Source: an optimization exercise on an open RTL-to-GDS flow (aim: small area and few clock cycles per item). Production flows keep margins and buffers that such runs may drop. The RTL was checked by simulation tests, not by an equivalence proof against the original design.

File: design/flow/flow/run.sh
#!/bin/bash
set -euo pipefail
export REMOVE_ABC_BUFFERS=1
export BUFFER_PORTS_ARGS="-buffer_cell sky130_fd_sc_hd__buf_1"
export CTS_ARGS="-sink_clustering_enable -repair_clock_nets -buf_list {sky130_fd_sc_hd__clkbuf_4 sky130_fd_sc_hd__clkbuf_8} -sink_clustering_size 30 -sink_clustering_max_diameter 80 -dont_use_dummy_load"
bash standard.sh > standard.log 2>&1
File: design/flow/standard.sh
#!/bin/bash
# synth_recipe.tcl (not shown) runs the flow's synth.tcl, then flattens the netlist and writes it again
# the make line also repeats each setting of config.mk as NAME=value (left out here)
make -C /OpenROAD-flow-scripts/flow DESIGN_CONFIG=/design/flow/config.mk WORK_HOME=/design/flow/orfs CLKGATE_MAP_FILE= SYNTH_SCRIPT=/design/flow/synth_recipe.tcl "${@:-finish}"
File: design/flow/config.mk
export PLATFORM = sky130hd
export DESIGN_NAME = sine_oscillator_sample_generator
export DESIGN_NICKNAME = sine_oscillator_sample_generator
export VERILOG_FILES = /design/flow/design.v
export SDC_FILE = /design/flow/constraint.sdc
export NUM_CORES = 4
export LEC_CHECK = 0
export ABC_AREA = 1
export CAP_MARGIN = 20
export CORE_MARGIN = 2
export CORE_UTILIZATION = 40
export CTS_BUF_LIST = sky130_fd_sc_hd__clkbuf_4 sky130_fd_sc_hd__clkbuf_8
export GPL_TIMING_DRIVEN = 0
export SETUP_SLACK_MARGIN = 0.2
export SLEW_MARGIN = 20
export SYNTH_HIERARCHICAL = 1
export SYNTH_MEMORY_MAX_BITS = 65536
export SYNTH_MINIMUM_KEEP_SIZE = 0
File: design/flow/constraint.sdc
create_clock -name core_clock -period 7.5 [get_ports {clk}]
set_input_delay 1.5000 -clock core_clock [delete_from_list [all_inputs] [get_ports {clk}]]
set_output_delay 1.5000 -clock core_clock [all_outputs]
set_load 0.01 [all_outputs]
File: design/flow/design.v
package sosg_pkg;
    localparam int unsigned PHASE_BITS_DEF      = 32;
    localparam int unsigned TABLE_ADDR_BITS_DEF = 10;
    localparam int unsigned SAMPLE_BITS_DEF     = 16;
    localparam int unsigned CELL_BITS = 8;
    localparam int unsigned AMP_BITS       = 15;
    localparam int unsigned STEP_BITS      = 32;
    localparam int unsigned APB_DATA_BITS  = 32;
    localparam int unsigned APB_ADDR_BITS  = 3;
    localparam logic [AMP_BITS-1:0]  AMP_RESET  = 15'd2048;
    localparam logic [STEP_BITS-1:0] STEP_RESET = 32'd0;
    localparam logic REG_AMPLITUDE  = 1'b0;
    localparam logic REG_PHASE_STEP = 1'b1;
    localparam int unsigned IN_DATA_BITS = 8;
    typedef struct packed {
        logic [AMP_BITS-1:0]  amplitude;
        logic [STEP_BITS-1:0] phase_step;
    } cfg_t;
    typedef struct packed {
        logic restart;
        logic block_end;
        logic carry;
    } cell_ctl_t;
endpackage
module sosg_add32 (
    input  logic [31:0] a,
    input  logic [31:0] b,
    output logic [31:0] s
);
    logic [10:0] s_lo;
    logic [10:0] s_mid;
    logic [9:0]  s_hi;
    logic [10:0] ones_mid;
    logic [9:0]  ones_hi;
    logic        c_lo;
    logic        c_mid0;
    logic        c_mid;
    logic        c_hi0;
    sosg_rca #(.W(11)) u_lo (
        .a (a[10:0]),  .b (b[10:0]),  .ci (1'b0), .s (s_lo),  .co (c_lo)
    );
    sosg_rca #(.W(11)) u_mid (
        .a (a[21:11]), .b (b[21:11]), .ci (1'b0), .s (s_mid), .co (c_mid0)
    );
    sosg_rca #(.W(10)) u_hi (
        .a (a[31:22]), .b (b[31:22]), .ci (1'b0), .s (s_hi),  .co (c_hi0)
    );
    assign ones_mid[0] = 1'b1;
    assign ones_hi[0]  = 1'b1;
    genvar i;
    generate
        for (i = 1; i < 11; i++)
        begin : g_mid
            assign ones_mid[i] = ones_mid[i-1] & s_mid[i-1];
        end
        for (i = 1; i < 10; i++)
        begin : g_hi
            assign ones_hi[i] = ones_hi[i-1] & s_hi[i-1];
        end
    endgenerate
    assign c_mid = c_mid0 | (c_lo & ones_mid[10] & s_mid[10]);
    assign s     = {s_hi ^ ({10{c_mid}} & ones_hi), s_mid ^ ({11{c_lo}} & ones_mid), s_lo};
endmodule
module sosg_rca #(
    parameter int unsigned W = 8
) (
    input  logic [W-1:0] a,
    input  logic [W-1:0] b,
    input  logic         ci,
    output logic [W-1:0] s,
    output logic         co
);
    logic [W:0] c;
    assign c[0] = ci;
    genvar i;
    generate
        for (i = 0; i < W; i++)
        begin : g_bit
            sosg_fa u_fa (
                .a  (a[i]),
                .b  (b[i]),
                .c  (c[i]),
                .s  (s[i]),
                .co (c[i+1])
            );
        end
    endgenerate
    assign co = c[W];
endmodule
module sosg_qrom (
    input  logic [10:0] addr,
    output logic [15:0] data
);
    logic [6:0] x;
    logic [2:0] c;
    logic [17:0] u;
    logic [8:0] sl;
    logic e;
    logic [18:0] p;
    assign x = addr[9:3];
    assign c = addr[2:0];
    always_comb
    begin
        case (x)
            7'd0: u = 18'd4;
            7'd1: u = 18'd3220;
            7'd2: u = 18'd6436;
            7'd3: u = 18'd9654;
            7'd4: u = 18'd12868;
            7'd5: u = 18'd16079;
            7'd6: u = 18'd19295;
            7'd7: u = 18'd22494;
            7'd8: u = 18'd25703;
            7'd9: u = 18'd28900;
            7'd10: u = 18'd32092;
            7'd11: u = 18'd35284;
            7'd12: u = 18'd38466;
            7'd13: u = 18'd41646;
            7'd14: u = 18'd44823;
            7'd15: u = 18'd47986;
            7'd16: u = 18'd51149;
            7'd17: u = 18'd54303;
            7'd18: u = 18'd57445;
            7'd19: u = 18'd60573;
            7'd20: u = 18'd63698;
            7'd21: u = 18'd66812;
            7'd22: u = 18'd69921;
            7'd23: u = 18'd73019;
            7'd24: u = 18'd76103;
            7'd25: u = 18'd79172;
            7'd26: u = 18'd82234;
            7'd27: u = 18'd85280;
            7'd28: u = 18'd88318;
            7'd29: u = 18'd91343;
            7'd30: u = 18'd94350;
            7'd31: u = 18'd97340;
            7'd32: u = 18'd100322;
            7'd33: u = 18'd103287;
            7'd34: u = 18'd106236;
            7'd35: u = 18'd109169;
            7'd36: u = 18'd112086;
            7'd37: u = 18'd114991;
            7'd38: u = 18'd117868;
            7'd39: u = 18'd120735;
            7'd40: u = 18'd123581;
            7'd41: u = 18'd126407;
            7'd42: u = 18'd129212;
            7'd43: u = 18'd132002;
            7'd44: u = 18'd134775;
            7'd45: u = 18'd137524;
            7'd46: u = 18'd140250;
            7'd47: u = 18'd142959;
            7'd48: u = 18'd145644;
            7'd49: u = 18'd148306;
            7'd50: u = 18'd150951;
            7'd51: u = 18'd153564;
            7'd52: u = 18'd156166;
            7'd53: u = 18'd158734;
            7'd54: u = 18'd161287;
            7'd55: u = 18'd163807;
            7'd56: u = 18'd166309;
            7'd57: u = 18'd168782;
            7'd58: u = 18'd171230;
            7'd59: u = 18'd173655;
            7'd60: u = 18'd176055;
            7'd61: u = 18'd178420;
            7'd62: u = 18'd180766;
            7'd63: u = 18'd183077;
            7'd64: u = 18'd185367;
            7'd65: u = 18'd187630;
            7'd66: u = 18'd189863;
            7'd67: u = 18'd192071;
            7'd68: u = 18'd194236;
            7'd69: u = 18'd196391;
            7'd70: u = 18'd198503;
            7'd71: u = 18'd200590;
            7'd72: u = 18'd202647;
            7'd73: u = 18'd204668;
            7'd74: u = 18'd206664;
            7'd75: u = 18'd208630;
            7'd76: u = 18'd210560;
            7'd77: u = 18'd212458;
            7'd78: u = 18'd214330;
            7'd79: u = 18'd216166;
            7'd80: u = 18'd217968;
            7'd81: u = 18'd219742;
            7'd82: u = 18'd221479;
            7'd83: u = 18'd223183;
            7'd84: u = 18'd224852;
            7'd85: u = 18'd226495;
            7'd86: u = 18'd228092;
            7'd87: u = 18'd229663;
            7'd88: u = 18'd231192;
            7'd89: u = 18'd232695;
            7'd90: u = 18'd234159;
            7'd91: u = 18'd235588;
            7'd92: u = 18'd236978;
            7'd93: u = 18'd238340;
            7'd94: u = 18'd239661;
            7'd95: u = 18'd240944;
            7'd96: u = 18'd242199;
            7'd97: u = 18'd243407;
            7'd98: u = 18'd244582;
            7'd99: u = 18'd245724;
            7'd100: u = 18'd246826;
            7'd101: u = 18'd247895;
            7'd102: u = 18'd248916;
            7'd103: u = 18'd249910;
            7'd104: u = 18'd250862;
            7'd105: u = 18'd251772;
            7'd106: u = 18'd252654;
            7'd107: u = 18'd253492;
            7'd108: u = 18'd254295;
            7'd109: u = 18'd255055;
            7'd110: u = 18'd255780;
            7'd111: u = 18'd256468;
            7'd112: u = 18'd257108;
            7'd113: u = 18'd257719;
            7'd114: u = 18'd258290;
            7'd115: u = 18'd258823;
            7'd116: u = 18'd259311;
            7'd117: u = 18'd259767;
            7'd118: u = 18'd260180;
            7'd119: u = 18'd260550;
            7'd120: u = 18'd260887;
            7'd121: u = 18'd261183;
            7'd122: u = 18'd261439;
            7'd123: u = 18'd261653;
            7'd124: u = 18'd261837;
            7'd125: u = 18'd261972;
            7'd126: u = 18'd262071;
            7'd127: u = 18'd262130;
            default: u = 18'd0;
        endcase
    end
    always_comb
    begin
        case (x)
            7'd0: sl = 9'd402;
            7'd1: sl = 9'd402;
            7'd2: sl = 9'd402;
            7'd3: sl = 9'd401;
            7'd4: sl = 9'd401;
            7'd5: sl = 9'd401;
            7'd6: sl = 9'd399;
            7'd7: sl = 9'd401;
            7'd8: sl = 9'd399;
            7'd9: sl = 9'd399;
            7'd10: sl = 9'd399;
            7'd11: sl = 9'd398;
            7'd12: sl = 9'd398;
            7'd13: sl = 9'd397;
            7'd14: sl = 9'd395;
            7'd15: sl = 9'd395;
            7'd16: sl = 9'd393;
            7'd17: sl = 9'd391;
            7'd18: sl = 9'd391;
            7'd19: sl = 9'd391;
            7'd20: sl = 9'd390;
            7'd21: sl = 9'd389;
            7'd22: sl = 9'd387;
            7'd23: sl = 9'd385;
            7'd24: sl = 9'd383;
            7'd25: sl = 9'd383;
            7'd26: sl = 9'd381;
            7'd27: sl = 9'd380;
            7'd28: sl = 9'd378;
            7'd29: sl = 9'd375;
            7'd30: sl = 9'd374;
            7'd31: sl = 9'd373;
            7'd32: sl = 9'd371;
            7'd33: sl = 9'd369;
            7'd34: sl = 9'd367;
            7'd35: sl = 9'd365;
            7'd36: sl = 9'd362;
            7'd37: sl = 9'd359;
            7'd38: sl = 9'd358;
            7'd39: sl = 9'd355;
            7'd40: sl = 9'd353;
            7'd41: sl = 9'd351;
            7'd42: sl = 9'd349;
            7'd43: sl = 9'd347;
            7'd44: sl = 9'd343;
            7'd45: sl = 9'd341;
            7'd46: sl = 9'd339;
            7'd47: sl = 9'd335;
            7'd48: sl = 9'd333;
            7'd49: sl = 9'd331;
            7'd50: sl = 9'd327;
            7'd51: sl = 9'd325;
            7'd52: sl = 9'd321;
            7'd53: sl = 9'd319;
            7'd54: sl = 9'd315;
            7'd55: sl = 9'd313;
            7'd56: sl = 9'd309;
            7'd57: sl = 9'd306;
            7'd58: sl = 9'd303;
            7'd59: sl = 9'd299;
            7'd60: sl = 9'd295;
            7'd61: sl = 9'd293;
            7'd62: sl = 9'd289;
            7'd63: sl = 9'd287;
            7'd64: sl = 9'd283;
            7'd65: sl = 9'd279;
            7'd66: sl = 9'd275;
            7'd67: sl = 9'd271;
            7'd68: sl = 9'd269;
            7'd69: sl = 9'd263;
            7'd70: sl = 9'd261;
            7'd71: sl = 9'd257;
            7'd72: sl = 9'd253;
            7'd73: sl = 9'd250;
            7'd74: sl = 9'd246;
            7'd75: sl = 9'd241;
            7'd76: sl = 9'd238;
            7'd77: sl = 9'd235;
            7'd78: sl = 9'd230;
            7'd79: sl = 9'd226;
            7'd80: sl = 9'd222;
            7'd81: sl = 9'd217;
            7'd82: sl = 9'd213;
            7'd83: sl = 9'd209;
            7'd84: sl = 9'd205;
            7'd85: sl = 9'd199;
            7'd86: sl = 9'd196;
            7'd87: sl = 9'd191;
            7'd88: sl = 9'd188;
            7'd89: sl = 9'd183;
            7'd90: sl = 9'd179;
            7'd91: sl = 9'd174;
            7'd92: sl = 9'd171;
            7'd93: sl = 9'd165;
            7'd94: sl = 9'd161;
            7'd95: sl = 9'd156;
            7'd96: sl = 9'd151;
            7'd97: sl = 9'd147;
            7'd98: sl = 9'd143;
            7'd99: sl = 9'd138;
            7'd100: sl = 9'd133;
            7'd101: sl = 9'd127;
            7'd102: sl = 9'd124;
            7'd103: sl = 9'd119;
            7'd104: sl = 9'd114;
            7'd105: sl = 9'd111;
            7'd106: sl = 9'd105;
            7'd107: sl = 9'd100;
            7'd108: sl = 9'd95;
            7'd109: sl = 9'd91;
            7'd110: sl = 9'd86;
            7'd111: sl = 9'd81;
            7'd112: sl = 9'd77;
            7'd113: sl = 9'd71;
            7'd114: sl = 9'd67;
            7'd115: sl = 9'd61;
            7'd116: sl = 9'd57;
            7'd117: sl = 9'd51;
            7'd118: sl = 9'd47;
            7'd119: sl = 9'd42;
            7'd120: sl = 9'd37;
            7'd121: sl = 9'd31;
            7'd122: sl = 9'd27;
            7'd123: sl = 9'd23;
            7'd124: sl = 9'd17;
            7'd125: sl = 9'd13;
            7'd126: sl = 9'd7;
            7'd127: sl = 9'd3;
            default: sl = 9'd0;
        endcase
    end
    always_comb
    begin
        case (addr[9:0])
            10'd31: e = 1'b1;
            10'd117: e = 1'b1;
            10'd170: e = 1'b1;
            10'd250: e = 1'b1;
            10'd292: e = 1'b1;
            10'd317: e = 1'b1;
            10'd338: e = 1'b1;
            10'd410: e = 1'b1;
            10'd413: e = 1'b1;
            10'd460: e = 1'b1;
            10'd477: e = 1'b1;
            10'd517: e = 1'b1;
            10'd533: e = 1'b1;
            10'd546: e = 1'b1;
            10'd549: e = 1'b1;
            10'd585: e = 1'b1;
            10'd607: e = 1'b1;
            10'd659: e = 1'b1;
            10'd674: e = 1'b1;
            10'd692: e = 1'b1;
            10'd707: e = 1'b1;
            10'd731: e = 1'b1;
            10'd763: e = 1'b1;
            10'd765: e = 1'b1;
            10'd781: e = 1'b1;
            10'd804: e = 1'b1;
            10'd813: e = 1'b1;
            10'd818: e = 1'b1;
            10'd820: e = 1'b1;
            10'd836: e = 1'b1;
            10'd860: e = 1'b1;
            10'd883: e = 1'b1;
            10'd898: e = 1'b1;
            10'd905: e = 1'b1;
            10'd906: e = 1'b1;
            10'd907: e = 1'b1;
            10'd908: e = 1'b1;
            10'd923: e = 1'b1;
            10'd941: e = 1'b1;
            10'd955: e = 1'b1;
            10'd956: e = 1'b1;
            10'd963: e = 1'b1;
            10'd970: e = 1'b1;
            10'd971: e = 1'b1;
            10'd972: e = 1'b1;
            10'd973: e = 1'b1;
            10'd974: e = 1'b1;
            10'd981: e = 1'b1;
            default: e = 1'b0;
        endcase
    end
    logic [18:0] ra, rb, g, t;
    logic [3:0] cl;
    logic [18:3] ch;
    logic t1;
    logic t2;
    logic t3;
    logic t4;
    logic t5;
    logic t6;
    logic t7;
    logic t8;
    logic t9;
    logic t10;
    logic t11;
    logic t12;
    logic t13;
    logic t14;
    logic t15;
    logic t16;
    logic t17;
    logic t18;
    logic t19;
    logic t20;
    logic t21;
    logic t22;
    logic t23;
    logic t24;
    logic t25;
    logic t26;
    logic t27;
    logic t28;
    logic t29;
    logic t30;
    logic t31;
    logic t32;
    logic t33;
    logic t34;
    logic t35;
    logic t36;
    logic t37;
    logic t38;
    logic t39;
    logic t40;
    logic t41;
    logic t42;
    logic t43;
    logic t44;
    logic t45;
    logic t46;
    logic t47;
    logic t48;
    assign t1 = u[3] ^ (sl[3] & c[0]);
    assign t2 = u[3] & (sl[3] & c[0]);
    assign t3 = u[4] ^ (sl[4] & c[0]);
    assign t4 = u[4] & (sl[4] & c[0]);
    assign t5 = u[5] ^ (sl[5] & c[0]);
    assign t6 = u[5] & (sl[5] & c[0]);
    assign t7 = u[6] ^ (sl[6] & c[0]);
    assign t8 = u[6] & (sl[6] & c[0]);
    assign t9 = u[7] ^ (sl[7] & c[0]);
    assign t10 = u[7] & (sl[7] & c[0]);
    assign t11 = u[8] ^ (sl[8] & c[0]);
    assign t12 = u[8] & (sl[8] & c[0]);
    assign t13 = u[2] ^ (sl[2] & c[0]);
    assign t14 = u[2] & (sl[2] & c[0]);
    sosg_fa u_fa_t15 (.a((sl[2] & c[1])), .b((sl[1] & c[2])), .c(e), .s(t15), .co(t16));
    sosg_fa u_fa_t17 (.a((sl[3] & c[1])), .b((sl[2] & c[2])), .c(t3), .s(t17), .co(t18));
    sosg_fa u_fa_t19 (.a((sl[4] & c[1])), .b((sl[3] & c[2])), .c(t5), .s(t19), .co(t20));
    sosg_fa u_fa_t21 (.a((sl[5] & c[1])), .b((sl[4] & c[2])), .c(t7), .s(t21), .co(t22));
    sosg_fa u_fa_t23 (.a((sl[6] & c[1])), .b((sl[5] & c[2])), .c(t9), .s(t23), .co(t24));
    sosg_fa u_fa_t25 (.a((sl[7] & c[1])), .b((sl[6] & c[2])), .c(t11), .s(t25), .co(t26));
    sosg_fa u_fa_t27 (.a(u[9]), .b((sl[8] & c[1])), .c((sl[7] & c[2])), .s(t27), .co(t28));
    assign t29 = u[1] ^ (sl[1] & c[0]);
    assign t30 = u[1] & (sl[1] & c[0]);
    sosg_fa u_fa_t31 (.a((sl[1] & c[1])), .b((sl[0] & c[2])), .c(t13), .s(t31), .co(t32));
    sosg_fa u_fa_t33 (.a(t1), .b(t15), .c(t14), .s(t33), .co(t34));
    sosg_fa u_fa_t35 (.a(t2), .b(t17), .c(t16), .s(t35), .co(t36));
    sosg_fa u_fa_t37 (.a(t4), .b(t19), .c(t18), .s(t37), .co(t38));
    sosg_fa u_fa_t39 (.a(t6), .b(t21), .c(t20), .s(t39), .co(t40));
    sosg_fa u_fa_t41 (.a(t8), .b(t23), .c(t22), .s(t41), .co(t42));
    sosg_fa u_fa_t43 (.a(t10), .b(t25), .c(t24), .s(t43), .co(t44));
    sosg_fa u_fa_t45 (.a(t12), .b(t27), .c(t26), .s(t45), .co(t46));
    sosg_fa u_fa_t47 (.a(u[10]), .b((sl[8] & c[2])), .c(t28), .s(t47), .co(t48));
    assign ra[0] = u[0];
    assign rb[0] = (sl[0] & c[0]);
    assign ra[1] = (sl[0] & c[1]);
    assign rb[1] = t29;
    assign ra[2] = t31;
    assign rb[2] = t30;
    assign ra[3] = t33;
    assign rb[3] = t32;
    assign ra[4] = t35;
    assign rb[4] = t34;
    assign ra[5] = t37;
    assign rb[5] = t36;
    assign ra[6] = t39;
    assign rb[6] = t38;
    assign ra[7] = t41;
    assign rb[7] = t40;
    assign ra[8] = t43;
    assign rb[8] = t42;
    assign ra[9] = t45;
    assign rb[9] = t44;
    assign ra[10] = t47;
    assign rb[10] = t46;
    assign ra[11] = u[11];
    assign rb[11] = t48;
    assign ra[12] = u[12];
    assign rb[12] = 1'b0;
    assign ra[13] = u[13];
    assign rb[13] = 1'b0;
    assign ra[14] = u[14];
    assign rb[14] = 1'b0;
    assign ra[15] = u[15];
    assign rb[15] = 1'b0;
    assign ra[16] = u[16];
    assign rb[16] = 1'b0;
    assign ra[17] = u[17];
    assign rb[17] = 1'b0;
    assign ra[18] = 1'b0;
    assign rb[18] = 1'b0;
    assign g = ra & rb;
    assign t = ra ^ rb;
    assign cl[0] = 1'b0;
    assign cl[1] = g[0] | (t[0] & cl[0]);
    assign cl[2] = g[1] | (t[1] & cl[1]);
    assign cl[3] = g[2] | (t[2] & cl[2]);
    logic pg0, pp0;
    assign pg0 = g[4] | (t[4] & g[3]);
    assign pp0 = t[4] & t[3];
    logic pg1, pp1;
    assign pg1 = g[6] | (t[6] & g[5]);
    assign pp1 = t[6] & t[5];
    logic pg2, pp2;
    assign pg2 = g[8] | (t[8] & g[7]);
    assign pp2 = t[8] & t[7];
    logic pg3, pp3;
    assign pg3 = g[10] | (t[10] & g[9]);
    assign pp3 = t[10] & t[9];
    logic pg4, pp4;
    assign pg4 = g[12] | (t[12] & g[11]);
    assign pp4 = t[12] & t[11];
    logic pg5, pp5;
    assign pg5 = g[14] | (t[14] & g[13]);
    assign pp5 = t[14] & t[13];
    logic pg6, pp6;
    assign pg6 = g[16] | (t[16] & g[15]);
    assign pp6 = t[16] & t[15];
    logic pg7, pp7;
    assign pg7 = g[5] | (t[5] & pg0);
    assign pp7 = t[5] & pp0;
    logic pg8, pp8;
    assign pg8 = pg1 | (pp1 & pg0);
    assign pp8 = pp1 & pp0;
    logic pg9, pp9;
    assign pg9 = g[9] | (t[9] & pg2);
    assign pp9 = t[9] & pp2;
    logic pg10, pp10;
    assign pg10 = pg3 | (pp3 & pg2);
    assign pp10 = pp3 & pp2;
    logic pg11, pp11;
    assign pg11 = g[13] | (t[13] & pg4);
    assign pp11 = t[13] & pp4;
    logic pg12, pp12;
    assign pg12 = pg5 | (pp5 & pg4);
    assign pp12 = pp5 & pp4;
    logic pg13, pp13;
    assign pg13 = g[17] | (t[17] & pg6);
    assign pp13 = t[17] & pp6;
    logic pg14, pp14;
    assign pg14 = g[7] | (t[7] & pg8);
    assign pp14 = t[7] & pp8;
    logic pg15, pp15;
    assign pg15 = pg2 | (pp2 & pg8);
    assign pp15 = pp2 & pp8;
    logic pg16, pp16;
    assign pg16 = pg9 | (pp9 & pg8);
    assign pp16 = pp9 & pp8;
    logic pg17, pp17;
    assign pg17 = pg10 | (pp10 & pg8);
    assign pp17 = pp10 & pp8;
    logic pg18, pp18;
    assign pg18 = g[15] | (t[15] & pg12);
    assign pp18 = t[15] & pp12;
    logic pg19, pp19;
    assign pg19 = pg6 | (pp6 & pg12);
    assign pp19 = pp6 & pp12;
    logic pg20, pp20;
    assign pg20 = pg13 | (pp13 & pg12);
    assign pp20 = pp13 & pp12;
    logic pg21, pp21;
    assign pg21 = g[11] | (t[11] & pg17);
    assign pp21 = t[11] & pp17;
    logic pg22, pp22;
    assign pg22 = pg4 | (pp4 & pg17);
    assign pp22 = pp4 & pp17;
    logic pg23, pp23;
    assign pg23 = pg11 | (pp11 & pg17);
    assign pp23 = pp11 & pp17;
    logic pg24, pp24;
    assign pg24 = pg12 | (pp12 & pg17);
    assign pp24 = pp12 & pp17;
    logic pg25, pp25;
    assign pg25 = pg18 | (pp18 & pg17);
    assign pp25 = pp18 & pp17;
    logic pg26, pp26;
    assign pg26 = pg19 | (pp19 & pg17);
    assign pp26 = pp19 & pp17;
    logic pg27, pp27;
    assign pg27 = pg20 | (pp20 & pg17);
    assign pp27 = pp20 & pp17;
    assign ch[3] = cl[3];
    assign ch[4] = g[3] | (t[3] & cl[3]);
    assign ch[5] = pg0 | (pp0 & cl[3]);
    assign ch[6] = pg7 | (pp7 & cl[3]);
    assign ch[7] = pg8 | (pp8 & cl[3]);
    assign ch[8] = pg14 | (pp14 & cl[3]);
    assign ch[9] = pg15 | (pp15 & cl[3]);
    assign ch[10] = pg16 | (pp16 & cl[3]);
    assign ch[11] = pg17 | (pp17 & cl[3]);
    assign ch[12] = pg21 | (pp21 & cl[3]);
    assign ch[13] = pg22 | (pp22 & cl[3]);
    assign ch[14] = pg23 | (pp23 & cl[3]);
    assign ch[15] = pg24 | (pp24 & cl[3]);
    assign ch[16] = pg25 | (pp25 & cl[3]);
    assign ch[17] = pg26 | (pp26 & cl[3]);
    assign ch[18] = pg27 | (pp27 & cl[3]);
    assign p[2:0] = '0;
    assign p[18:3] = t[18:3] ^ ch[18:3];
    assign data = {addr[10] | p[18], p[17:3]};
endmodule
module sosg_mul (
    input  logic [14:0] a,
    input  logic [14:0] b,
    output logic [14:0] p
);
    logic [16:0] ax;
    logic [15:0] bx;
    logic [7:0] one, two, sg, ns;
    logic [15:0] pp [0:7];
    logic [29:0] ra, rb, g, t;
    logic [15:0] cl;
    logic [29:15] ch;
    logic n1;
    logic n2;
    logic n3;
    logic n4;
    logic n5;
    logic n6;
    logic n7;
    logic n8;
    logic n9;
    logic n10;
    logic n11;
    logic n12;
    logic n13;
    logic n14;
    logic n15;
    logic n16;
    logic n17;
    logic n18;
    logic n19;
    logic n20;
    logic n21;
    logic n22;
    logic n23;
    logic n24;
    logic n25;
    logic n26;
    logic n27;
    logic n28;
    logic n29;
    logic n30;
    logic n31;
    logic n32;
    logic n33;
    logic n34;
    logic n35;
    logic n36;
    logic n37;
    logic n38;
    logic n39;
    logic n40;
    logic n41;
    logic n42;
    logic n43;
    logic n44;
    logic n45;
    logic n46;
    logic n47;
    logic n48;
    logic n49;
    logic n50;
    logic n51;
    logic n52;
    logic n53;
    logic n54;
    logic n55;
    logic n56;
    logic n57;
    logic n58;
    logic n59;
    logic n60;
    logic n61;
    logic n62;
    logic n63;
    logic n64;
    logic n65;
    logic n66;
    logic n67;
    logic n68;
    logic n69;
    logic n70;
    logic n71;
    logic n72;
    logic n73;
    logic n74;
    logic n75;
    logic n76;
    logic n77;
    logic n78;
    logic n79;
    logic n80;
    logic n81;
    logic n82;
    logic n83;
    logic n84;
    logic n85;
    logic n86;
    logic n87;
    logic n88;
    logic n89;
    logic n90;
    logic n91;
    logic n92;
    logic n93;
    logic n94;
    logic n95;
    logic n96;
    logic n97;
    logic n98;
    logic n99;
    logic n100;
    logic n101;
    logic n102;
    logic n103;
    logic n104;
    logic n105;
    logic n106;
    logic n107;
    logic n108;
    logic n109;
    logic n110;
    logic n111;
    logic n112;
    logic n113;
    logic n114;
    logic n115;
    logic n116;
    logic n117;
    logic n118;
    logic n119;
    logic n120;
    logic n121;
    logic n122;
    logic n123;
    logic n124;
    logic n125;
    logic n126;
    logic n127;
    logic n128;
    logic n129;
    logic n130;
    logic n131;
    logic n132;
    logic n133;
    logic n134;
    logic n135;
    logic n136;
    logic n137;
    logic n138;
    logic n139;
    logic n140;
    logic n141;
    logic n142;
    logic n143;
    logic n144;
    logic n145;
    logic n146;
    logic n147;
    logic n148;
    logic n149;
    logic n150;
    logic n151;
    logic n152;
    logic n153;
    logic n154;
    logic n155;
    logic n156;
    logic n157;
    logic n158;
    logic n159;
    logic n160;
    logic n161;
    logic n162;
    logic n163;
    logic n164;
    logic n165;
    logic n166;
    logic n167;
    logic n168;
    logic n169;
    logic n170;
    logic n171;
    logic n172;
    logic n173;
    logic n174;
    logic n175;
    logic n176;
    logic n177;
    logic n178;
    logic n179;
    logic n180;
    logic n181;
    logic n182;
    logic n183;
    logic n184;
    logic n185;
    logic n186;
    logic n187;
    logic n188;
    logic n189;
    logic n190;
    logic n191;
    logic n192;
    logic n193;
    logic n194;
    logic n195;
    logic n196;
    logic n197;
    logic n198;
    logic n199;
    logic n200;
    logic n201;
    logic n202;
    logic n203;
    logic n204;
    logic n205;
    logic n206;
    logic n207;
    logic n208;
    logic n209;
    logic n210;
    logic n211;
    logic n212;
    logic n213;
    logic n214;
    logic n215;
    logic n216;
    logic n217;
    logic n218;
    logic n219;
    logic n220;
    logic n221;
    logic n222;
    logic n223;
    logic n224;
    assign ax = {1'd0, a, 1'b0};
    assign bx = {b, 1'b0};
    genvar i, j;
    generate
        for (i = 0; i < 8; i++)
        begin : g_d
            assign one[i] = ax[2*i+1] ^ ax[2*i];
            assign two[i] = (ax[2*i+2] & ~ax[2*i+1] & ~ax[2*i]) | (~ax[2*i+2] & ax[2*i+1] & ax[2*i]);
            assign sg[i]  = ax[2*i+2] & ~(ax[2*i+1] & ax[2*i]);
            assign ns[i]  = ~sg[i];
            for (j = 0; j <= 15; j++)
            begin : g_b
                assign pp[i][j] = (((j < 15) ? (one[i] & b[j < 15 ? j : 0]) : 1'b0) | (two[i] & bx[j])) ^ sg[i];
            end
        end
    endgenerate
    assign n1 = pp[0][10] ^ pp[1][8];
    assign n2 = pp[0][10] & pp[1][8];
    assign n3 = pp[0][11] ^ pp[1][9];
    assign n4 = pp[0][11] & pp[1][9];
    sosg_fa u_fa0 (.a(pp[0][12]), .b(pp[1][10]), .c(pp[2][8]), .s(n5), .co(n6));
    assign n7 = pp[3][6] ^ pp[4][4];
    assign n8 = pp[3][6] & pp[4][4];
    sosg_fa u_fa1 (.a(pp[0][13]), .b(pp[1][11]), .c(pp[2][9]), .s(n9), .co(n10));
    assign n11 = pp[3][7] ^ pp[4][5];
    assign n12 = pp[3][7] & pp[4][5];
    sosg_fa u_fa2 (.a(pp[0][14]), .b(pp[1][12]), .c(pp[2][10]), .s(n13), .co(n14));
    sosg_fa u_fa3 (.a(pp[3][8]), .b(pp[4][6]), .c(pp[5][4]), .s(n15), .co(n16));
    assign n17 = pp[6][2] ^ pp[7][0];
    assign n18 = pp[6][2] & pp[7][0];
    sosg_fa u_fa4 (.a(pp[0][15]), .b(pp[1][13]), .c(pp[2][11]), .s(n19), .co(n20));
    sosg_fa u_fa5 (.a(pp[3][9]), .b(pp[4][7]), .c(pp[5][5]), .s(n21), .co(n22));
    assign n23 = pp[6][3] ^ pp[7][1];
    assign n24 = pp[6][3] & pp[7][1];
    sosg_fa u_fa6 (.a(ns[0]), .b(pp[1][14]), .c(pp[2][12]), .s(n25), .co(n26));
    sosg_fa u_fa7 (.a(pp[3][10]), .b(pp[4][8]), .c(pp[5][6]), .s(n27), .co(n28));
    sosg_fa u_fa8 (.a(pp[6][4]), .b(pp[7][2]), .c(1'b1), .s(n29), .co(n30));
    sosg_fa u_fa9 (.a(pp[1][15]), .b(pp[2][13]), .c(pp[3][11]), .s(n31), .co(n32));
    sosg_fa u_fa10 (.a(pp[4][9]), .b(pp[5][7]), .c(pp[6][5]), .s(n33), .co(n34));
    assign n35 = pp[7][3] ^ 1'b1;
    assign n36 = pp[7][3] & 1'b1;
    sosg_fa u_fa11 (.a(ns[1]), .b(pp[2][14]), .c(pp[3][12]), .s(n37), .co(n38));
    sosg_fa u_fa12 (.a(pp[4][10]), .b(pp[5][8]), .c(pp[6][6]), .s(n39), .co(n40));
    sosg_fa u_fa13 (.a(pp[2][15]), .b(pp[3][13]), .c(pp[4][11]), .s(n41), .co(n42));
    assign n43 = pp[5][9] ^ pp[6][7];
    assign n44 = pp[5][9] & pp[6][7];
    sosg_fa u_fa14 (.a(ns[2]), .b(pp[3][14]), .c(pp[4][12]), .s(n45), .co(n46));
    assign n47 = pp[3][15] ^ pp[4][13];
    assign n48 = pp[3][15] & pp[4][13];
    assign n49 = pp[0][6] ^ pp[1][4];
    assign n50 = pp[0][6] & pp[1][4];
    assign n51 = pp[0][7] ^ pp[1][5];
    assign n52 = pp[0][7] & pp[1][5];
    sosg_fa u_fa15 (.a(pp[0][8]), .b(pp[1][6]), .c(pp[2][4]), .s(n53), .co(n54));
    assign n55 = pp[3][2] ^ pp[4][0];
    assign n56 = pp[3][2] & pp[4][0];
    sosg_fa u_fa16 (.a(pp[0][9]), .b(pp[1][7]), .c(pp[2][5]), .s(n57), .co(n58));
    assign n59 = pp[3][3] ^ pp[4][1];
    assign n60 = pp[3][3] & pp[4][1];
    sosg_fa u_fa17 (.a(pp[2][6]), .b(pp[3][4]), .c(pp[4][2]), .s(n61), .co(n62));
    sosg_fa u_fa18 (.a(pp[5][0]), .b(sg[5]), .c(n1), .s(n63), .co(n64));
    sosg_fa u_fa19 (.a(pp[2][7]), .b(pp[3][5]), .c(pp[4][3]), .s(n65), .co(n66));
    sosg_fa u_fa20 (.a(pp[5][1]), .b(n3), .c(n2), .s(n67), .co(n68));
    sosg_fa u_fa21 (.a(pp[5][2]), .b(pp[6][0]), .c(sg[6]), .s(n69), .co(n70));
    sosg_fa u_fa22 (.a(n5), .b(n7), .c(n4), .s(n71), .co(n72));
    sosg_fa u_fa23 (.a(pp[5][3]), .b(pp[6][1]), .c(n9), .s(n73), .co(n74));
    sosg_fa u_fa24 (.a(n11), .b(n6), .c(n8), .s(n75), .co(n76));
    sosg_fa u_fa25 (.a(sg[7]), .b(n13), .c(n15), .s(n77), .co(n78));
    sosg_fa u_fa26 (.a(n17), .b(n10), .c(n12), .s(n79), .co(n80));
    sosg_fa u_fa27 (.a(n19), .b(n21), .c(n23), .s(n81), .co(n82));
    sosg_fa u_fa28 (.a(n14), .b(n16), .c(n18), .s(n83), .co(n84));
    sosg_fa u_fa29 (.a(n25), .b(n27), .c(n29), .s(n85), .co(n86));
    sosg_fa u_fa30 (.a(n20), .b(n22), .c(n24), .s(n87), .co(n88));
    sosg_fa u_fa31 (.a(n31), .b(n33), .c(n35), .s(n89), .co(n90));
    sosg_fa u_fa32 (.a(n26), .b(n28), .c(n30), .s(n91), .co(n92));
    sosg_fa u_fa33 (.a(pp[7][4]), .b(n37), .c(n39), .s(n93), .co(n94));
    sosg_fa u_fa34 (.a(n32), .b(n34), .c(n36), .s(n95), .co(n96));
    sosg_fa u_fa35 (.a(pp[7][5]), .b(1'b1), .c(n41), .s(n97), .co(n98));
    sosg_fa u_fa36 (.a(n43), .b(n38), .c(n40), .s(n99), .co(n100));
    sosg_fa u_fa37 (.a(pp[5][10]), .b(pp[6][8]), .c(pp[7][6]), .s(n101), .co(n102));
    sosg_fa u_fa38 (.a(n45), .b(n42), .c(n44), .s(n103), .co(n104));
    sosg_fa u_fa39 (.a(pp[5][11]), .b(pp[6][9]), .c(pp[7][7]), .s(n105), .co(n106));
    sosg_fa u_fa40 (.a(1'b1), .b(n47), .c(n46), .s(n107), .co(n108));
    sosg_fa u_fa41 (.a(ns[3]), .b(pp[4][14]), .c(pp[5][12]), .s(n109), .co(n110));
    sosg_fa u_fa42 (.a(pp[6][10]), .b(pp[7][8]), .c(n48), .s(n111), .co(n112));
    sosg_fa u_fa43 (.a(pp[4][15]), .b(pp[5][13]), .c(pp[6][11]), .s(n113), .co(n114));
    assign n115 = pp[7][9] ^ 1'b1;
    assign n116 = pp[7][9] & 1'b1;
    sosg_fa u_fa44 (.a(ns[4]), .b(pp[5][14]), .c(pp[6][12]), .s(n117), .co(n118));
    assign n119 = pp[5][15] ^ pp[6][13];
    assign n120 = pp[5][15] & pp[6][13];
    assign n121 = pp[0][4] ^ pp[1][2];
    assign n122 = pp[0][4] & pp[1][2];
    assign n123 = pp[0][5] ^ pp[1][3];
    assign n124 = pp[0][5] & pp[1][3];
    sosg_fa u_fa45 (.a(pp[2][2]), .b(pp[3][0]), .c(sg[3]), .s(n125), .co(n126));
    sosg_fa u_fa46 (.a(pp[2][3]), .b(pp[3][1]), .c(n51), .s(n127), .co(n128));
    sosg_fa u_fa47 (.a(sg[4]), .b(n53), .c(n55), .s(n129), .co(n130));
    sosg_fa u_fa48 (.a(n57), .b(n59), .c(n54), .s(n131), .co(n132));
    sosg_fa u_fa49 (.a(n61), .b(n63), .c(n58), .s(n133), .co(n134));
    sosg_fa u_fa50 (.a(n65), .b(n67), .c(n62), .s(n135), .co(n136));
    sosg_fa u_fa51 (.a(n69), .b(n71), .c(n66), .s(n137), .co(n138));
    sosg_fa u_fa52 (.a(n73), .b(n75), .c(n70), .s(n139), .co(n140));
    sosg_fa u_fa53 (.a(n77), .b(n79), .c(n74), .s(n141), .co(n142));
    sosg_fa u_fa54 (.a(n81), .b(n83), .c(n78), .s(n143), .co(n144));
    sosg_fa u_fa55 (.a(n85), .b(n87), .c(n82), .s(n145), .co(n146));
    sosg_fa u_fa56 (.a(n89), .b(n91), .c(n86), .s(n147), .co(n148));
    sosg_fa u_fa57 (.a(n93), .b(n95), .c(n90), .s(n149), .co(n150));
    sosg_fa u_fa58 (.a(n97), .b(n99), .c(n94), .s(n151), .co(n152));
    sosg_fa u_fa59 (.a(n101), .b(n103), .c(n98), .s(n153), .co(n154));
    sosg_fa u_fa60 (.a(n105), .b(n107), .c(n102), .s(n155), .co(n156));
    sosg_fa u_fa61 (.a(n109), .b(n111), .c(n106), .s(n157), .co(n158));
    sosg_fa u_fa62 (.a(n113), .b(n115), .c(n110), .s(n159), .co(n160));
    sosg_fa u_fa63 (.a(pp[7][10]), .b(n117), .c(n114), .s(n161), .co(n162));
    sosg_fa u_fa64 (.a(pp[7][11]), .b(1'b1), .c(n119), .s(n163), .co(n164));
    sosg_fa u_fa65 (.a(ns[5]), .b(pp[6][14]), .c(pp[7][12]), .s(n165), .co(n166));
    assign n167 = pp[6][15] ^ pp[7][13];
    assign n168 = pp[6][15] & pp[7][13];
    assign n169 = pp[0][2] ^ pp[1][0];
    assign n170 = pp[0][2] & pp[1][0];
    assign n171 = pp[0][3] ^ pp[1][1];
    assign n172 = pp[0][3] & pp[1][1];
    sosg_fa u_fa66 (.a(pp[2][0]), .b(sg[2]), .c(n121), .s(n173), .co(n174));
    sosg_fa u_fa67 (.a(pp[2][1]), .b(n123), .c(n122), .s(n175), .co(n176));
    sosg_fa u_fa68 (.a(n49), .b(n125), .c(n124), .s(n177), .co(n178));
    sosg_fa u_fa69 (.a(n50), .b(n127), .c(n126), .s(n179), .co(n180));
    sosg_fa u_fa70 (.a(n52), .b(n129), .c(n128), .s(n181), .co(n182));
    sosg_fa u_fa71 (.a(n56), .b(n131), .c(n130), .s(n183), .co(n184));
    sosg_fa u_fa72 (.a(n60), .b(n133), .c(n132), .s(n185), .co(n186));
    sosg_fa u_fa73 (.a(n64), .b(n135), .c(n134), .s(n187), .co(n188));
    sosg_fa u_fa74 (.a(n68), .b(n137), .c(n136), .s(n189), .co(n190));
    sosg_fa u_fa75 (.a(n72), .b(n139), .c(n138), .s(n191), .co(n192));
    sosg_fa u_fa76 (.a(n76), .b(n141), .c(n140), .s(n193), .co(n194));
    sosg_fa u_fa77 (.a(n80), .b(n143), .c(n142), .s(n195), .co(n196));
    sosg_fa u_fa78 (.a(n84), .b(n145), .c(n144), .s(n197), .co(n198));
    sosg_fa u_fa79 (.a(n88), .b(n147), .c(n146), .s(n199), .co(n200));
    sosg_fa u_fa80 (.a(n92), .b(n149), .c(n148), .s(n201), .co(n202));
    sosg_fa u_fa81 (.a(n96), .b(n151), .c(n150), .s(n203), .co(n204));
    sosg_fa u_fa82 (.a(n100), .b(n153), .c(n152), .s(n205), .co(n206));
    sosg_fa u_fa83 (.a(n104), .b(n155), .c(n154), .s(n207), .co(n208));
    sosg_fa u_fa84 (.a(n108), .b(n157), .c(n156), .s(n209), .co(n210));
    sosg_fa u_fa85 (.a(n112), .b(n159), .c(n158), .s(n211), .co(n212));
    sosg_fa u_fa86 (.a(n116), .b(n161), .c(n160), .s(n213), .co(n214));
    sosg_fa u_fa87 (.a(n118), .b(n163), .c(n162), .s(n215), .co(n216));
    sosg_fa u_fa88 (.a(n120), .b(n165), .c(n164), .s(n217), .co(n218));
    sosg_fa u_fa89 (.a(1'b1), .b(n167), .c(n166), .s(n219), .co(n220));
    sosg_fa u_fa90 (.a(ns[6]), .b(pp[7][14]), .c(n168), .s(n221), .co(n222));
    assign n223 = pp[7][15] ^ 1'b1;
    assign n224 = pp[7][15] & 1'b1;
    assign ra[0] = pp[0][0];
    assign rb[0] = sg[0];
    assign ra[1] = pp[0][1];
    assign rb[1] = 1'b0;
    assign ra[2] = sg[1];
    assign rb[2] = n169;
    assign ra[3] = n171;
    assign rb[3] = n170;
    assign ra[4] = n173;
    assign rb[4] = n172;
    assign ra[5] = n175;
    assign rb[5] = n174;
    assign ra[6] = n177;
    assign rb[6] = n176;
    assign ra[7] = n179;
    assign rb[7] = n178;
    assign ra[8] = n181;
    assign rb[8] = n180;
    assign ra[9] = n183;
    assign rb[9] = n182;
    assign ra[10] = n185;
    assign rb[10] = n184;
    assign ra[11] = n187;
    assign rb[11] = n186;
    assign ra[12] = n189;
    assign rb[12] = n188;
    assign ra[13] = n191;
    assign rb[13] = n190;
    assign ra[14] = n193;
    assign rb[14] = n192;
    assign ra[15] = n195;
    assign rb[15] = n194;
    assign ra[16] = n197;
    assign rb[16] = n196;
    assign ra[17] = n199;
    assign rb[17] = n198;
    assign ra[18] = n201;
    assign rb[18] = n200;
    assign ra[19] = n203;
    assign rb[19] = n202;
    assign ra[20] = n205;
    assign rb[20] = n204;
    assign ra[21] = n207;
    assign rb[21] = n206;
    assign ra[22] = n209;
    assign rb[22] = n208;
    assign ra[23] = n211;
    assign rb[23] = n210;
    assign ra[24] = n213;
    assign rb[24] = n212;
    assign ra[25] = n215;
    assign rb[25] = n214;
    assign ra[26] = n217;
    assign rb[26] = n216;
    assign ra[27] = n219;
    assign rb[27] = n218;
    assign ra[28] = n221;
    assign rb[28] = n220;
    assign ra[29] = n223;
    assign rb[29] = n222;
    assign g = ra & rb;
    assign t = ra ^ rb;
    assign cl[0] = 1'b0;
    genvar k;
    generate
        for (k = 0; k < 15; k++)
        begin : g_lo
            assign cl[k+1] = g[k] | (t[k] & cl[k]);
        end
    endgenerate
    logic gg0, gp0;
    assign gg0 = g[16] | (t[16] & g[15]);
    assign gp0 = t[16] & t[15];
    logic gg1, gp1;
    assign gg1 = g[18] | (t[18] & g[17]);
    assign gp1 = t[18] & t[17];
    logic gg2, gp2;
    assign gg2 = g[20] | (t[20] & g[19]);
    assign gp2 = t[20] & t[19];
    logic gg3, gp3;
    assign gg3 = g[22] | (t[22] & g[21]);
    assign gp3 = t[22] & t[21];
    logic gg4, gp4;
    assign gg4 = g[24] | (t[24] & g[23]);
    assign gp4 = t[24] & t[23];
    logic gg5, gp5;
    assign gg5 = g[26] | (t[26] & g[25]);
    assign gp5 = t[26] & t[25];
    logic gg6, gp6;
    assign gg6 = g[28] | (t[28] & g[27]);
    assign gp6 = t[28] & t[27];
    logic gg7, gp7;
    assign gg7 = g[17] | (t[17] & gg0);
    assign gp7 = t[17] & gp0;
    logic gg8, gp8;
    assign gg8 = gg1 | (gp1 & gg0);
    assign gp8 = gp1 & gp0;
    logic gg9, gp9;
    assign gg9 = g[21] | (t[21] & gg2);
    assign gp9 = t[21] & gp2;
    logic gg10, gp10;
    assign gg10 = gg3 | (gp3 & gg2);
    assign gp10 = gp3 & gp2;
    logic gg11, gp11;
    assign gg11 = g[25] | (t[25] & gg4);
    assign gp11 = t[25] & gp4;
    logic gg12, gp12;
    assign gg12 = gg5 | (gp5 & gg4);
    assign gp12 = gp5 & gp4;
    logic gg13, gp13;
    assign gg13 = g[19] | (t[19] & gg8);
    assign gp13 = t[19] & gp8;
    logic gg14, gp14;
    assign gg14 = gg2 | (gp2 & gg8);
    assign gp14 = gp2 & gp8;
    logic gg15, gp15;
    assign gg15 = gg9 | (gp9 & gg8);
    assign gp15 = gp9 & gp8;
    logic gg16, gp16;
    assign gg16 = gg10 | (gp10 & gg8);
    assign gp16 = gp10 & gp8;
    logic gg17, gp17;
    assign gg17 = g[27] | (t[27] & gg12);
    assign gp17 = t[27] & gp12;
    logic gg18, gp18;
    assign gg18 = gg6 | (gp6 & gg12);
    assign gp18 = gp6 & gp12;
    logic gg19, gp19;
    assign gg19 = g[23] | (t[23] & gg16);
    assign gp19 = t[23] & gp16;
    logic gg20, gp20;
    assign gg20 = gg4 | (gp4 & gg16);
    assign gp20 = gp4 & gp16;
    logic gg21, gp21;
    assign gg21 = gg11 | (gp11 & gg16);
    assign gp21 = gp11 & gp16;
    logic gg22, gp22;
    assign gg22 = gg12 | (gp12 & gg16);
    assign gp22 = gp12 & gp16;
    logic gg23, gp23;
    assign gg23 = gg17 | (gp17 & gg16);
    assign gp23 = gp17 & gp16;
    logic gg24, gp24;
    assign gg24 = gg18 | (gp18 & gg16);
    assign gp24 = gp18 & gp16;
    assign ch[15] = cl[15];
    assign ch[16] = g[15] | (t[15] & cl[15]);
    assign ch[17] = gg0 | (gp0 & cl[15]);
    assign ch[18] = gg7 | (gp7 & cl[15]);
    assign ch[19] = gg8 | (gp8 & cl[15]);
    assign ch[20] = gg13 | (gp13 & cl[15]);
    assign ch[21] = gg14 | (gp14 & cl[15]);
    assign ch[22] = gg15 | (gp15 & cl[15]);
    assign ch[23] = gg16 | (gp16 & cl[15]);
    assign ch[24] = gg19 | (gp19 & cl[15]);
    assign ch[25] = gg20 | (gp20 & cl[15]);
    assign ch[26] = gg21 | (gp21 & cl[15]);
    assign ch[27] = gg22 | (gp22 & cl[15]);
    assign ch[28] = gg23 | (gp23 & cl[15]);
    assign ch[29] = gg24 | (gp24 & cl[15]);
    assign p = t[29:15] ^ ch[29:15];
endmodule
module sosg_fa (
    input  logic a,
    input  logic b,
    input  logic c,
    output logic s,
    output logic co
);
    assign s  = a ^ b ^ c;
    assign co = (a & b) | (a & c) | (b & c);
endmodule
module sine_oscillator_sample_generator #(
    parameter int unsigned PHASE_BITS      = sosg_pkg::PHASE_BITS_DEF,
    parameter int unsigned TABLE_ADDR_BITS = sosg_pkg::TABLE_ADDR_BITS_DEF,
    parameter int unsigned SAMPLE_BITS     = sosg_pkg::SAMPLE_BITS_DEF
) (
    input  logic                                clk,
    input  logic                                rst_n,
    input  logic                                s_tvalid,
    output logic                                s_tready,
    input  logic [sosg_pkg::IN_DATA_BITS-1:0]   s_tdata,   
    input  logic                                s_tlast,
    output logic                                m_tvalid,
    input  logic                                m_tready,
    output logic [((SAMPLE_BITS+7)/8)*8-1:0]    m_tdata,   
    output logic                                m_tlast,
    input  logic                                psel,
    input  logic                                penable,
    input  logic                                pwrite,
    input  logic [sosg_pkg::APB_ADDR_BITS-1:0]  paddr,
    input  logic [sosg_pkg::APB_DATA_BITS-1:0]  pwdata,
    output logic [sosg_pkg::APB_DATA_BITS-1:0]  prdata,
    output logic                                pready
);
    logic [14:0] amplitude_reg;
    logic [31:0] phase_step_reg;
    logic        wr_en;
    logic        adv;
    logic        acc;
    logic        restart;
    logic [31:0] phase_reg;
    logic [31:0] phase_sum;
    logic [11:0] phase_top;
    logic [10:0] rom_addr;
    logic [15:0] ent;
    logic [15:0] ent_reg;
    logic        neg1_reg;
    logic        last1_reg;
    logic        v1_reg;
    logic [14:0] prod;
    logic [14:0] mag;
    logic [14:0] mag_reg;
    logic        neg2_reg;
    logic        last2_reg;
    logic        v2_reg;
    assign pready = 1'b1;
    assign wr_en  = psel && penable && pwrite;
    always_ff @(posedge clk or negedge rst_n)
    begin
        if (!rst_n)
        begin
            amplitude_reg  <= sosg_pkg::AMP_RESET;
            phase_step_reg <= sosg_pkg::STEP_RESET;
        end
        else if (wr_en)
        begin
            if (paddr[2])
                phase_step_reg <= pwdata;
            else
                amplitude_reg  <= pwdata[14:0];
        end
    end
    assign prdata = paddr[2] ? phase_step_reg : {17'd0, amplitude_reg};
    assign adv      = !v2_reg || m_tready;
    assign s_tready = adv;
    assign acc      = s_tvalid && adv;
    assign restart  = s_tdata[0];
    sosg_add32 u_add (
        .a (phase_reg),
        .b (phase_step_reg),
        .s (phase_sum)
    );
    always_ff @(posedge clk or negedge rst_n)
    begin
        if (!rst_n)
            phase_reg <= '0;
        else if (acc)
            phase_reg <= restart ? phase_step_reg : phase_sum;
    end
    assign phase_top = phase_reg[31:20];
    assign rom_addr = phase_top[10] ? (11'd1024 - {1'b0, phase_top[9:0]}) : {1'b0, phase_top[9:0]};
    sosg_qrom u_qrom (
        .addr (rom_addr),
        .data (ent)
    );
    always_ff @(posedge clk or negedge rst_n)
    begin
        if (!rst_n)
        begin
            v1_reg <= 1'b0;
            v2_reg <= 1'b0;
        end
        else if (adv)
        begin
            v1_reg <= s_tvalid;
            v2_reg <= v1_reg;
        end
    end
    always_ff @(posedge clk)
    begin
        if (adv)
        begin
            ent_reg   <= restart ? 16'd0 : ent;
            neg1_reg  <= phase_top[11];
            last1_reg <= s_tlast;
            mag_reg   <= mag;
            neg2_reg  <= neg1_reg;
            last2_reg <= last1_reg;
        end
    end
    sosg_mul u_mul (
        .a (amplitude_reg),
        .b (ent_reg[14:0]),
        .p (prod)
    );
    assign mag = prod | (amplitude_reg & {15{ent_reg[15]}});
    assign m_tvalid = v2_reg;
    assign m_tdata  = neg2_reg ? (16'd0 - {1'b0, mag_reg}) : {1'b0, mag_reg};
    assign m_tlast  = last2_reg;
endmodule
==> results.tsv, run 1 <==
metric	value	unit
period_share	92.77	%
hold_class	flip-flop to flip-flop	
clock_latency	0.47	ns
min_period	6.958	ns
syn-cell-area	17000	um2
crit_type	flip-flop to flip-flop	
async_reset_ff_share	69.83	%
via_count	16938	
required	7.69	ns
dp_hpwl	45510	um
grt_start_max_net_pins	65	
grt_use_total	27.43	%
ys_seq_area_share	18.12	%
critical_path.max_stage_delay	0.50	ns
fmax	143.7	MHz
status	timing/DRC/antenna clean	
finalNetCount	2691	
ys_ff_latch	116	
final_max_slew_viol_count	0	
synth_ff_type	dfrtp_1	
gr-max-usage-layer	met2	
rsz0062_at_grt	yes	
synth_top_area_share	16.61	%
cts.path.max_buffers	2	
initial_core_util	40.52	%
rrSetupSlack	0.54	ns
synth_area_leaders	fa_1 (17%), nand2_1 (12%), dfrtp_1 (12%)	
endpoint_kind	flip-flop	
numCtsBuffers	17	
grt_overflow_total	0	
syn2layout_area_growth	7.626	%
drive_above_1_share	5.452	%
htree_levels	4	
antennaDiodeCount	0	
grt_pass1_wl	94560	um
drc	0	
hold_viol	0	
grt_pass1_vias	16863	
yosys.area.top_type	fa_1	
die_area	44160	um2
route.antenna.remaining_nets	0	
postLayoutCellArea	18290	um2
portBuffers	92	
worst_ep_arrival_time	7.14	ns
cts_tree	built	
finalSetupViolCount	0	
crit_fanout	26	
grt_use_met3	3.754	%
synth_warnings	11	
tightest_slew	0.9722	ns
syn_avg_cell_area	7.163	um2
dr.pass1.iters	5	
dpl_cell_area	17850	um2
drt_iter0_markers	1733	
antenna_found_initial	0	
die_w	210.1	um
synth_most_common_cell	nand2_1	
num_rows	75	
use_met2	47.39	%
core-area	41950	um2
clkTransAtPathRegs	0.06	ns
wl_per_cell	20.40	um
routed_wl	60030	um
worst_setup_path_start_kind	flip-flop	
netlist_instances	2373	
yosys.cell_types.count	58	
root_buffer	clkbuf_8	
ios	103	
gp_congestion	1.011	
drv_cap	0	
drt-vias-per-instance	5.757	
cts_sinks	116	
fin_skew	0.03827	ns
relSlewSlack	35.12	%
use_met1	33.84	%
synth-edff-count	35	
die_h	210.1	um
cp_slowest_cell	dfrtp_2	
critPathMostFrequentCell	nand2_1	
synth.top_cells.by_count	nand2_1 (537), inv_1 (311), nor2_1 (200)	
[placed cells by master (no fill, tap or decap), types with 4 or more instances in the layout]
master / synthesis / final
a21oi_1: 86 / 86
a221oi_1: 5 / 5
a311oi_1: 4 / 4
a31oi_1: 12 / 12
buf_1: 4 / 89
buf_12: 0 / 7
buf_16: 0 / 4
buf_4: 16 / 14
clkbuf_8: 0 / 17
conb_1: 4 / 10
dfrtp_1: 80 / 78
edfxtp_1: 35 / 35
fa_1: 141 / 141
ha_1: 94 / 94
inv_1: 311 / 308
inv_2: 12 / 11
nand2_1: 537 / 532
nand2_2: 14 / 17
nand3_1: 119 / 119
nand4_1: 20 / 20
nor2_1: 200 / 191
nor2_2: 7 / 10
nor2_4: 7 / 13
nor3_1: 24 / 24
o2111ai_1: 6 / 6
o211ai_1: 25 / 25
o21ai_0: 151 / 151
o21ai_1: 42 / 36
o21ai_2: 0 / 6
o21bai_1: 16 / 16
o221ai_1: 8 / 8
o22ai_1: 121 / 121
xnor2_1: 12 / 12
xor2_1: 123 / 119
[worst max-delay path, delay by kind of cell, from the launching register on]
kind	cells	cell delay [ns]
and+or+nand+nor	18	2.47
adders and majority gates	4	1.49
AOI/OAI and AO/OA	5	0.95
buffers and inverters	4	0.81
DFF	1	0.50
xor gates and xnor gates	1	0.46
[metrics by stage]
stage,hold WS [ns],utilization [%],worst slack [ns],setup TNS [ns],std cells
final,0.4403,43.61,0.5424,0,2942
after global routing,0.4460,43.61,0.1977,0,2942
after CTS,0.4388,43.25,0.2311,0,2929
after detailed placement,0.4196,42.56,-0.3164,-1.732,2910
after global placement,0.4010,41.60,-4.736,-70.06,2895
after floorplan,0.4003,-,-0.4492,-3.450,2264
[Yosys stat by module (local to each module, per instance), excerpt]
module | flops+latches | cells | area, um2
sine_oscillator_sample_generator | 116 | 681 | 5703
sosg_qrom | 0 | 913 | 4483
sosg_mul | 0 | 573 | 3587
sosg_add32 | 0 | 67 | 441.7
sosg_fa | 0 | 1 | 20.02
[cells by family (layout without fill, tap and decap cells)]
| kind of cell | count (synthesis) | in the layout | synth area share (%) |
|---|---|---|---|
| simple gates | 944 | 944 | 23.39 |
| flops | 116 | 116 | 18.12 |
| other cells | 4 | 10 | 0.08831 |
| xor+xnor | 135 | 135 | 6.956 |
| fa+ha+maj | 235 | 235 | 23.53 |
| buf+inv | 439 | 463 | 10.62 |
| compound gates | 500 | 500 | 17.31 |
[routing by layer]
metal  up-vias  share of wire, %  routed length, um
li1       7826                 -                  -
met1      8154                40              24230
met2       774                48              28780
met3       184               6.7               4044
met4         0               5.0               2973
met5         -                 0                  0
[layout make-up]
class | count | area [um2]
fill | 4347 | 23650
clock buffer | 17 | 234.0
multi-input combinational | 1824 | 12300
inverter | 324 | 1229
timing repair buffer | 122 | 768.2
tap | 539 | 674.4
sequential | 116 | 3084
[repair_timing]
item                                    CTS  global route
buffers inserted                          2            13
pin swaps                                 0             4
resized for setup                         7            14
endpoints found under the setup margin   12            15
hold buffers                              0             0
[worst paths after layout]
kind / from / endpoint / depth (start not counted)
max in group asynchronous: rst_n / amplitude_reg[11] / 2
max: phase_reg[20] / ent_reg[12] / 32
min in group asynchronous: rst_n / phase_step_reg[23] / 1
min reg2reg: last1_reg / last2_reg / 0
max reg2reg: phase_reg[20] / ent_reg[12] / 32
min: last1_reg / last2_reg / 0
Testbench counts, summed over its fixed seeds: cycles 19,264, items 19,200.
==> run 2: changes to the inputs <==
--- a/design/flow/config.mk
+++ b/design/flow/config.mk
@@ -11,7 +11,6 @@
 export CORE_UTILIZATION = 40
 export CTS_BUF_LIST = sky130_fd_sc_hd__clkbuf_4 sky130_fd_sc_hd__clkbuf_8
 export GPL_TIMING_DRIVEN = 0
-export SETUP_SLACK_MARGIN = 0.2
 export SLEW_MARGIN = 20
 export SYNTH_HIERARCHICAL = 1
 export SYNTH_MEMORY_MAX_BITS = 65536
==> results.tsv, run 2 <==
metric	value	unit
status	timing/DRC/antenna clean	
root_buffer	clkbuf_8	
syn-cell-area	17000	um2
hold_viol	0	
final_max_slew_viol_count	0	
via_count	17029	
dp_hpwl	45510	um
numCtsBuffers	17	
ys_ff_latch	116	
yosys.cell_types.count	58	
portBuffers	92	
antennaDiodeCount	0	
endpoint_kind	flip-flop	
critPathMostFrequentCell	nand2_1	
fmax	141.6	MHz
relSlewSlack	33.88	%
cts.path.max_buffers	2	
final_cell_mix	nand2_1 (533), inv_1 (308), nor2_1 (191), o21ai_0 (151), fa_1 (141)	
cts_tree	built	
grt_overflow_total	0	
hold_class	flip-flop to flip-flop	
worst_setup_path_start_kind	flip-flop	
gp_congestion	1.011	
netlist_instances	2373	
htree_levels	4	
grt_pass1_wl	94060	um
postLayoutCellArea	18260	um2
drt-vias-per-instance	5.792	
route.antenna.remaining_nets	0	
drv_cap	0	
grt_use_total	27.23	%
synth_warnings	11	
min_period	7.060	ns
layout_commonest_cell	nand2_1	
synth-edff-count	35	
period_share	94.13	%
syn_avg_cell_area	7.163	um2
dr.pass1.iters	6	
finalSetupViolCount	0	
crit_type	flip-flop to flip-flop	
synth_area_leaders	fa_1 (17%), nand2_1 (12%), dfrtp_1 (12%)	
synth.top_cells.by_count	nand2_1 (537), inv_1 (311), nor2_1 (200)	
ys_seq_area_share	18.12	%
core-area	41950	um2
grt_pass1_vias	16849	
crit_fanout	10	
worst_ep_arrival_time	7.25	ns
synth_top_area_share	16.61	%
wl_per_cell	20.27	um
num_rows	75	
fin_util	43.52	%
antenna_found_initial	0	
cts_sinks	116	
grt_start_max_net_pins	65	
die_h	210.1	um
drt_iter0_markers	1708	
clkTransAtPathRegs	0.06	ns
routed_wl	59590	um
layout.cells.non_filler	2940	
rsz0062_at_grt	no	
dp_cells	2910	
drive_above_1_share	5.289	%
dpl_cell_area	17850	um2
clock_latency	0.47	ns
synth_most_common_cell	nand2_1	
finalNetCount	2689	
synth_ff_type	dfrtp_1	
critical_path.max_stage_delay	0.51	ns
syn2layout_area_growth	7.405	%
ios	103	
die_w	210.1	um
hold_ws	0.4429	ns
drc	0	
fin_skew	0.03820	ns
required	7.69	ns
die_area	44160	um2
initial_core_util	40.52	%
yosys.area.top_type	fa_1	
tightest_slew	0.9907	ns
cp_slowest_cell	dfrtp_2	
async_reset_ff_share	69.83	%
run 2: cell counts after synthesis:
No cell type changed its count.
run 2: through the flow:
stage / setup WS, ns / setup TNS [ns]
after floorplan: -0.4492 / -3.450
after detailed placement: -0.3164 / -1.732
after global routing: 0.02190 / 0
final: 0.4402 / 0
after global placement: -4.736 / -70.06
after CTS: 0.03272 / 0
run 2: area by class of cell:
| type | count | area, um2 |
|---|---|---|
| multi-input cells | 1824 | 12280 |
| clock buffers | 17 | 234.0 |
| flip-flops and latches | 116 | 3082 |
| repair buffers | 120 | 753.2 |
| well taps | 539 | 674.4 |
| inverters | 324 | 1229 |
| fillers | 4349 | 23690 |
run 2: logic make-up (layout without fill, tap and decap cells):
| logic type | Yosys count | after routing | share of synthesized area (%) |
|---|---|---|---|
| AOI/OAI and AO/OA | 500 | 500 | 17.31 |
| DFF | 116 | 116 | 18.12 |
| buffers and inverters | 439 | 461 | 10.62 |
| xor gates and xnor gates | 135 | 135 | 6.956 |
| adders and majority gates | 235 | 235 | 23.53 |
| other | 4 | 10 | 0.08831 |
| and+or+nand+nor | 944 | 944 | 23.39 |
run 2: worst max-delay path: cells and delay by family (launching register included):
family / cells / cell delay, ns
buffers and inverters: 4 / 0.53
DFF: 1 / 0.51
and+or+nand+nor: 17 / 2.46
adders and majority gates: 5 / 2.00
xor gates and xnor gates: 1 / 0.40
AOI/OAI and AO/OA: 5 / 0.88
run 2: layer usage:
metal	part of all wire, %	global-route usage [%]	routed length (um)
met2	48	46.83	28390
met1	40	33.66	23860
met4	5.4	13.30	3209
met3	6.9	3.680	4124
met5	0	0	0
run 2: worst paths after layout:
| path | cells past startpoint | startpoint | slack (ns) | to |
|---|---|---|---|---|
| worst max-delay path | 32 | phase_reg[20] | 0.44 | ent_reg[12] |
| worst min-delay path | 0 | last1_reg | 0.44 | last2_reg |
| worst max register to register | 32 | phase_reg[20] | 0.44 | ent_reg[12] |
| worst min register to register | 0 | last1_reg | 0.44 | last2_reg |
| max in group asynchronous | 2 | rst_n | 5.77 | amplitude_reg[11] |
| min in group asynchronous | 1 | rst_n | 1.04 | phase_step_reg[23] |
run 2: timing repair:
item | in CTS | in global routing
pin swaps | 0 | 3
gates resized for setup | 1 | 14
buffers inserted | 0 | 13
hold buffers | 0 | 0
cloned | 0 | 0
endpoints found under the setup margin | 9 | 14
run 2: per-module statistics from Yosys, one instance, submodules excluded, excerpt:
module	flops+latches	cell area (um2)
sosg_add32	0	441.7
sine_oscillator_sample_generator	116	5703
sosg_fa	0	20.02
sosg_qrom	0	4483
sosg_mul	0	3587

-- what the ideal ports hide --
In the flow no input, the clock included, has a driving cell. The finished layouts below were timed again as built, in two steps.
Step 1 sets driving cells, clkbuf_16 on the clock port and buf_2 on the other inputs (assumed; they add their load-dependent delay and slew).
Step 2 adds t to the input delays and takes it off the output delays; t is the mean of the earliest and latest rising clock arrival at the registers after step 1. Input paths then give back, and output paths get back, about the clock's delay inside the block.
Slacks: ideal ports / drivers / drivers and shift; pairs: ideal ports / drivers.
| run | t, ns | setup slack, ns | slew at the worst register clock pin (ns) | pins driven straight from the clock port |
|---|---|---|---|---|
| run 1 | 0.495 | 0.542 / 0.542 / 0.542 | 0.09 / 0.09 | 1 |
| run 2 | 0.499 | 0.440 / 0.440 / 0.440 | 0.09 / 0.09 | 1 |
After both steps setup and hold are still met in every run listed.
